This is an optimization exercise on Yosys and OpenROAD, whose aim is small area, a short achievable clock period and few clock cycles per item, not a production implementation. Only simulation tests tie the RTL to the original design; equivalence was not proved. No activity file was given, so power comes from the tool's default toggle rates.

===== flow/config.mk =====
export PLATFORM = sky130hd
export DESIGN_NAME = cpu_core
export DESIGN_NICKNAME = cpu_core
export VERILOG_FILES = /design/flow/design.v
export SDC_FILE = /design/flow/constraint.sdc
export NUM_CORES = 4
export LEC_CHECK = 0
export CAP_MARGIN = 20
export CELL_PAD_IN_SITES_DETAIL_PLACEMENT = 1
export CELL_PAD_IN_SITES_GLOBAL_PLACEMENT = 2
export CORE_MARGIN = 2
export CORE_UTILIZATION = 35
export SLEW_MARGIN = 20

===== flow/constraint.sdc =====
create_clock -name core_clock -period 9.0 [get_ports {clk}]
set_input_delay 1.8000 -clock core_clock [delete_from_list [all_inputs] [get_ports {clk}]]
set_output_delay 1.8000 -clock core_clock [all_outputs]
set_load 0.01 [all_outputs]

===== flow/design.v =====
`default_nettype none
package cpu_pkg;
    localparam logic [2:0] F3_ADD  = 3'b000;
    localparam logic [2:0] F3_SLL  = 3'b001;
    localparam logic [2:0] F3_SLT  = 3'b010;
    localparam logic [2:0] F3_SLTU = 3'b011;
    localparam logic [2:0] F3_XOR  = 3'b100;
    localparam logic [2:0] F3_SR   = 3'b101;
    localparam logic [2:0] F3_OR   = 3'b110;
    localparam logic [2:0] F3_AND  = 3'b111;
endpackage
`default_nettype wire
`default_nettype none
module register_file (
    input  wire                        clk,
    input  wire                        rstn,
    input  wire [5-1:0]   rd_idx_a,
    input  wire [5-1:0]   rd_idx_b,
    input  wire                        rd_zero_a,    
    output logic [32-1:0]       rd_data_a,
    output logic [32-1:0]       rd_data_b,
    input  wire                        wr_en,
    input  wire [5-1:0]   wr_idx,
    input  wire [32-1:0]        wr_data
);
    logic [32-1:0]      regs  [32];
    logic [32-1:0] valid;
    assign valid[0] = 1'b0;
    for (genvar i = 1; i < 32; i++) begin : g_valid
        always_ff @(posedge clk or negedge rstn) begin
            if (!rstn) begin
                valid[i] <= 1'b0;
            end else if (wr_en && wr_idx == i) begin
                valid[i] <= 1'b1;
            end
        end
    end
    assign regs[0] = '0;
    for (genvar i = 1; i < 32; i++) begin : g_reg
        always_ff @(posedge clk) begin
            if (wr_en && wr_idx == i) begin
                regs[i] <= wr_data;
            end
        end
    end
    assign rd_data_a = (valid[rd_idx_a] && !rd_zero_a) ? regs[rd_idx_a] : '0;
    assign rd_data_b = valid[rd_idx_b] ? regs[rd_idx_b] : '0;
endmodule
`default_nettype wire
`default_nettype none
module dispatch_unit (
    input  wire                          clk,
    input  wire                          rstn,
    input  wire                          psel,
    input  wire                          penable,
    input  wire                          pwrite,
    input  wire [12-1:0]    paddr,
    input  wire [32-1:0]          pwdata,
    output logic [32-1:0]         prdata,
    output logic                         pready,
    output logic                         pslverr,
    output logic [5-1:0]    rd_idx_a,
    output logic [5-1:0]    rd_idx_b,
    output logic                         rd_zero_a,
    input  wire [32-1:0]          rd_data_a,
    input  wire [32-1:0]          rd_data_b,
    output logic [2:0]                   ex_f3,
    output logic                         ex_alt,
    output logic [32-1:0]         ex_a,
    output logic [32-1:0]         ex_b,
    output logic                         wr_en,
    output logic [5-1:0]    wr_idx
);
    logic                        setup;
    logic                        instr_addr;
    logic                        status_addr;
    logic                        reg_addr;
    logic [6:0]                  opcode;
    logic [2:0]                  funct3;
    logic [6:0]                  funct7;
    logic                        is_op;
    logic                        is_imm;
    logic                        legal;
    logic                        err;
    logic [32-1:0]        opa_q;
    logic                        err_q;
    assign setup       = psel & ~penable;
    assign instr_addr  = paddr == 12'h000;
    assign status_addr = paddr == 12'h004;
    assign reg_addr    = paddr[11:7] == 5'b00001 && paddr[1:0] == 2'b00;
    assign opcode = pwdata[6:0];
    assign funct3 = pwdata[14:12];
    assign funct7 = pwdata[31:25];
    assign is_op  = opcode == 7'b0110011;
    assign is_imm = opcode == 7'b0010011;
    always_comb begin
        legal = 1'b0;
        if (is_op) begin
            legal = funct7 == 7'h00 || (funct7 == 7'h20 && (funct3 == 3'b000 || funct3 == 3'b101));
        end else if (is_imm) begin
            if (funct3 == 3'b001)      legal = funct7 == 7'h00;
            else if (funct3 == 3'b101) legal = funct7 == 7'h00 || funct7 == 7'h20;
            else                       legal = 1'b1;
        end
    end
    assign err = pwrite ? !(instr_addr && legal) : !(status_addr || reg_addr);
    assign rd_idx_a  = pwrite ? pwdata[19:15] : paddr[2 +: 5];
    assign rd_idx_b  = pwdata[24:20];
    assign rd_zero_a = !pwrite && !paddr[7];
    always_ff @(posedge clk) begin
        opa_q  <= rd_data_a;
        ex_b   <= is_imm ? {{(32 - 12){pwdata[31]}}, pwdata[31:20]} : rd_data_b;
        ex_f3  <= funct3;
        ex_alt <= pwdata[30] && (is_op || funct3 == 3'b101);
        wr_idx <= pwdata[11:7];
        err_q  <= err;
    end
    always_ff @(posedge clk or negedge rstn) begin
        if (!rstn) begin
            wr_en <= 1'b0;
        end else begin
            wr_en <= setup && pwrite && instr_addr && legal && pwdata[11:7] != '0;
        end
    end
    assign ex_a    = opa_q;
    assign prdata  = opa_q;
    assign pready  = 1'b1;
    assign pslverr = err_q;
endmodule
`default_nettype wire
`default_nettype none
module alu_lane (
    input  wire [2:0]              f3,
    input  wire                    alt,     
    input  wire [32-1:0]    a,
    input  wire [32-1:0]    b,
    output logic [32-1:0]   y
);
    logic [4:0]           shamt;
    logic                 sub;
    logic [32:0]   diff;
    logic                 lt;
    logic                 ltu;
    logic [32-1:0] sra;
    assign sra   = $signed(a) >>> shamt;
    assign shamt = b[4:0];
    assign sub   = alt | f3[1];
    assign diff  = {1'b0, a} + {1'b0, sub ? ~b : b} + {{32{1'b0}}, sub};
    assign lt    = (a[31] ^ b[31]) ? a[31] : diff[31];
    assign ltu   = (a[31] ^ b[31]) ? b[31] : diff[31];
    always_comb begin
        case (f3)
            cpu_pkg::F3_ADD:  y = diff[32-1:0];
            cpu_pkg::F3_SLL:  y = a << shamt;
            cpu_pkg::F3_SLT:  y = {{(32 - 1){1'b0}}, lt};
            cpu_pkg::F3_SLTU: y = {{(32 - 1){1'b0}}, ltu};
            cpu_pkg::F3_XOR:  y = a ^ b;
            cpu_pkg::F3_SR:   y = alt ? sra : a >> shamt;
            cpu_pkg::F3_OR:   y = a | b;
            default:          y = a & b;
        endcase
    end
endmodule
`default_nettype wire
`default_nettype none
module cpu_core (
    input  wire                         clk,
    input  wire                         rstn,
    input  wire                         psel,
    input  wire                         penable,
    input  wire                         pwrite,
    input  wire [12-1:0]   paddr,
    input  wire [32-1:0]         pwdata,
    output logic [32-1:0]        prdata,
    output logic                        pready,
    output logic                        pslverr
);
    logic [5-1:0] rd_idx_a;
    logic [5-1:0] rd_idx_b;
    logic                      rd_zero_a;
    logic [32-1:0]      rd_data_a;
    logic [32-1:0]      rd_data_b;
    logic [2:0]                ex_f3;
    logic                      ex_alt;
    logic [32-1:0]      ex_a;
    logic [32-1:0]      ex_b;
    logic                      wr_en;
    logic [5-1:0] wr_idx;
    logic [32-1:0]      wr_data;
    dispatch_unit u_dispatch (.*);
    alu_lane u_alu (
        .f3  (ex_f3),
        .alt (ex_alt),
        .a   (ex_a),
        .b   (ex_b),
        .y   (wr_data)
    );
    register_file u_regs (.*);
endmodule
`default_nettype wire

===== flow/run.sh =====
#!/bin/bash
# synth_recipe.tcl (not shown) runs the flow's synth.tcl, then flattens the netlist and writes it again
# the make line also repeats each setting of config.mk as NAME=value (left out here)
make -C /OpenROAD-flow-scripts/flow DESIGN_CONFIG=/design/flow/config.mk WORK_HOME=/design/flow/orfs CLKGATE_MAP_FILE= SYNTH_SCRIPT=/design/flow/synth_recipe.tcl finish

==> results.py <==
metrics = {
    "status": {
        "status": "finished clean",
    },
    "route": {
        "drc": 0,
        "wl_met1_um": 107000,
        "routedWlPerCell_um": 47.5,
        "totalWireLength_um": 292000,
        "first_iter_violations": 8495,
        "drt-vias-per-instance": 7.28,
        "firstDrtPassIters": 10,
        "met3WireLength_um": 35900,
        "vias": 44700,
        "antenna_left": 0,
        "wl_met2_um": 128000,
        "dr.max_layer_used": "met5",
    },
    "die": {
        "ios": 83,
        "initial_core_util": 0.352,
        "core-area_um2": 147000,
        "die_h_um": 389,
        "die_w_um": 389,
        "die-area_um2": 151000,
        "num_rows": 141,
    },
    "timing": {
        "whs_ps": 492,
        "skew_ps": 46.6,
        "finalHoldViolCount": 0,
        "maxSlewViolCount": 0,
        "max_freq_ghz": 0.181,
        "min_period_over_period": 0.613,
        "finalSetupTns_ps": 0,
        "tightest_slew_ps": 1290,
        "rsz0062_at_grt": "false",
        "slew_headroom": 0.139,
        "setup_viol": 0,
        "min_period_ps": 5510,
    },
    "place": {
        "dp_cells": 5920,
        "place_congestion": 0.919,
        "dp_hpwl_um": 174000,
        "io_buffer_count": 81,
    },
    "clocking": {
        "cts_buffers": 115,
        "postCtsSetupBuffers": 0,
        "cts-root-buf": "clkbuf_16",
        "htree_num_levels": 3,
        "cts_tree": "yes",
        "clkTransAtPathRegs_ps": 60,
        "clock_latency_ps": 750,
        "postCtsHoldBufs": 0,
        "cts.sinks": 1098,
        "postCtsResizedCells": 0,
        "clock_path_buffers": 3,
    },
    "critical_path": {
        "r2r_cells": 15,
        "path_class": "input pin to flip-flop",
        "arrival_ps": 6160,
        "r2r_end": "u_regs.regs[11][28]$_DFFE_PP_",
        "required_ps": 9650,
        "cp-start-kind": "input pin",
        "worstReg2RegStart": "u_dispatch.ex_alt$_DFF_P_",
        "r2r_setup_slack_ps": 3900,
        "path_max_fanout": 20,
        "cp-end-kind": "flip-flop",
    },
    "synthesis": {
        "synth_area_um2": 51800,
        "syn-num-nets": 4146,
        "yosys_most_used_dff": "edfxtp_1",
        "ys_types": 77,
        "ys_seq_area_frac": 0.619,
        "synth_cells": 3999,
        "syn_area_per_cell_um2": 13.0,
        "yosys_register_bits": 1098,
        "synth_warnings": 4,
        "synth-async-reset-ratio": 0.0291,
        "synth_edf_count": 992,
    },
    "hold_path": {
        "worstHoldStart": "u_regs.valid[29]$_DFFE_PN0P_",
        "worstHoldPathCells": 1,
        "min_to": "u_regs.valid[29]$_DFFE_PN0P_",
        "worstHoldPathType": "flip-flop to flip-flop",
    },
    "layout": {
        "syn_to_final_growth_pct": 16.5,
        "nets": 4256,
        "fillers": 15100,
        "stdcell_count": 6146,
        "drive_gt1_frac": 0.148,
        "final_core_util": 0.410,
    },
    "pwr": {
        "power_density_nw_per_um2": 195,
        "power_leakage_nw": 20.1,
        "ir_worst_vdd_mv": 0.188,
        "totalPowerFinal_w": 0.0118,
    },
    "grt": {
        "grt_use_total": 0.376,
        "grt_pass1_wl_um": 388000,
        "grt_pass1_vias": 43200,
        "grt_max_degree": 64,
        "antenna_found_initial": 11,
        "grt.overflow.total": 0,
    },
    "flow_run": {
        "cap_viol_max_count": 0,
    },
}
[metal layers]
metal,GRT usage,vias up
li1,-,16800
met1,0.481,23000
met2,0.578,3904
met3,0.0984,1063
met4,0.215,2
met5,0,-
[worst max-delay path by stage]
stage          depth (start not counted)                  startpoint  slack, ps                              end
6_report                              10                      pwrite       3490  u_dispatch.opa_q[13]$_SDFF_PN0_
5_1_grt                               10                      pwrite       3430  u_dispatch.opa_q[28]$_SDFF_PN0_
4_1_cts                               14   u_dispatch.ex_alt$_DFF_P_       3600    u_regs.regs[16][20]$_DFFE_PP_
3_5_place_dp                          10                      pwrite       2880  u_dispatch.opa_q[14]$_SDFF_PN0_
3_3_place_gp                          10                      pwrite       2800  u_dispatch.opa_q[13]$_SDFF_PN0_
2_1_floorplan                         14  u_dispatch.ex_b[3]$_DFF_P_       3360    u_regs.regs[10][25]$_DFFE_PP_
[worst max-delay path, stage by stage]
cell and delay (ps):
clkdlybuf4s50_1 790, o32ai_1 920, nand2_1 460, nor2_4 880, buf_4 670, a22o_1 250, a221oi_1 50, nand4_1 160
nor3_1 70, nor2_1 80
[power breakdown]
part	total (W)	switching, W	internal (W)
Combinational	0.00103	0.000727	0.000305
Clock	0.00503	0.00214	0.00290
Sequential	0.00569	0.0000434	0.00564
[final cells by class]
cell class	count	area, um^2	share of cell area
Sequential cell	1098	32100	0.531
Multi-Input combinational cell	2524	19100	0.317
Clock buffer	140	3130	0.0518
Timing Repair Buffer	294	2520	0.0417
Tap cell	1930	2410	0.0400
Clock inverter	78	795	0.0132
Inverter	76	285	0.00472
Antenna cell	6	15.0	0.000249
[metrics by stage]
stage | setup WS [ps] | area (um^2)
floorplan | 3360 | 51800
global placement | 2800 | 56300
detailed placement | 2880 | 56400
CTS | 3600 | 60300
global route | 3430 | 60400
finish | 3490 | 60400
[kinds of logic (layout without fill, tap and decap cells)]
group                      count (synthesis)  in the layout  synth area share
adders and majority gates                 98             98            0.0238
and+or+nand+nor                          843            843            0.0766
xor gates and xnor gates                  56             56           0.00946
muxes                                    104            104            0.0282
other                                      1              7         0.0000723
AOI/OAI and AO/OA                       1422           1422             0.214
DFF                                     1098           1098             0.619
buffers and inverters                    377            588            0.0295
[layout by cell type (no fill, tap or decap), drive strengths merged, types with 17 or more instances in the layout]
cell type and count:
edfxtp 992, a22oi 331, a22o 311, a221oi 304, nor2 265, nand2 216
buf 212, clkbuf 141, nand4 131, o21ai 124, a21oi 114, ha 97
clkdlybuf4s50 81, inv 75, dfxtp 74, nand3 73, a222oi 65, mux2i 57
clkinv 56, xnor2 43, or2 40, nor3 40, mux4 32, dfrtp 32
a21o 27, a211oi 20, a31oi 19, o211ai 17
[synth_stat cells (7+ instances only)]
library cell,instances,share of area
a211oi_1,20,0.0029
a21o_1,27,0.0039
a21oi_1,113,0.011
a221oi_1,304,0.051
a222oi_1,65,0.013
a22o_1,311,0.053
a22oi_1,331,0.048
a31oi_1,19,0.0023
and3_1,9,0.0011
buf_1,30,0.0022
buf_2,75,0.0072
clkbuf_1,191,0.014
dfrtp_1,32,0.015
dfxtp_1,74,0.029
edfxtp_1,992,0.57
ha_1,97,0.023
inv_1,73,0.0053
mux2_2,15,0.0033
mux2i_1,57,0.011
mux4_2,32,0.014
nand2_1,216,0.016
nand2b_1,12,0.0014
nand3_1,73,0.0070
nand3b_1,7,0.0010
nand4_1,131,0.016
nor2_1,265,0.019
nor2b_1,12,0.0014
nor3_1,39,0.0038
nor4_1,15,0.0018
o211ai_1,17,0.0025
o21ai_0,123,0.012
o221ai_1,12,0.0020
o22a_1,7,0.0012
o22ai_1,11,0.0013
o31ai_1,13,0.0019
or2_2,39,0.0047
xnor2_1,43,0.0073
xor2_1,13,0.0022
[state kept, by name, indices dropped and copies added (netlist names)]
name / flops
u_regs.valid: 31
u_dispatch.err_q: 1
u_dispatch.ex_alt: 1
u_dispatch.opa_q: 32
u_dispatch.wr_idx: 5
u_dispatch.ex_f3: 3
u_dispatch.wr_en: 1
u_regs.regs: 992
u_dispatch.ex_b: 32
Testbench counts, summed over its fixed seeds: cycles 4,816, instrs 2,400.

[static timing again, ports no longer ideal]
No port has a modelled driver above. Below, the same layout with a new extraction and two added sets of constraints. Step 1 (the two cells are an assumption about what drives the block):
set clk [get_ports {clk}]
set_driving_cell -lib_cell sky130_fd_sc_hd__clkbuf_16 $clk
set_driving_cell -lib_cell sky130_fd_sc_hd__buf_2 [delete_from_list [all_inputs] $clk]
Step 2 also shifts input and output timing later by t, the mid clock arrival at the registers, as if the neighbouring blocks saw the same clock. Slacks: no drivers / after step 1 / after step 2; pairs: no drivers / after step 1.
t, ns: 0.806
slack for setup (ns): 3.487 / 3.547 / 2.741
hold WS [ns]: 0.492 / 0.492 / 0.492
worst slew at a driven data input, ns: 0.08
pins driven straight from the clock port: 1
After both steps this run still meets setup and hold. For this run, drivers alone change the setup slack by +0.060 ns; drivers and shift together by -0.746 ns.
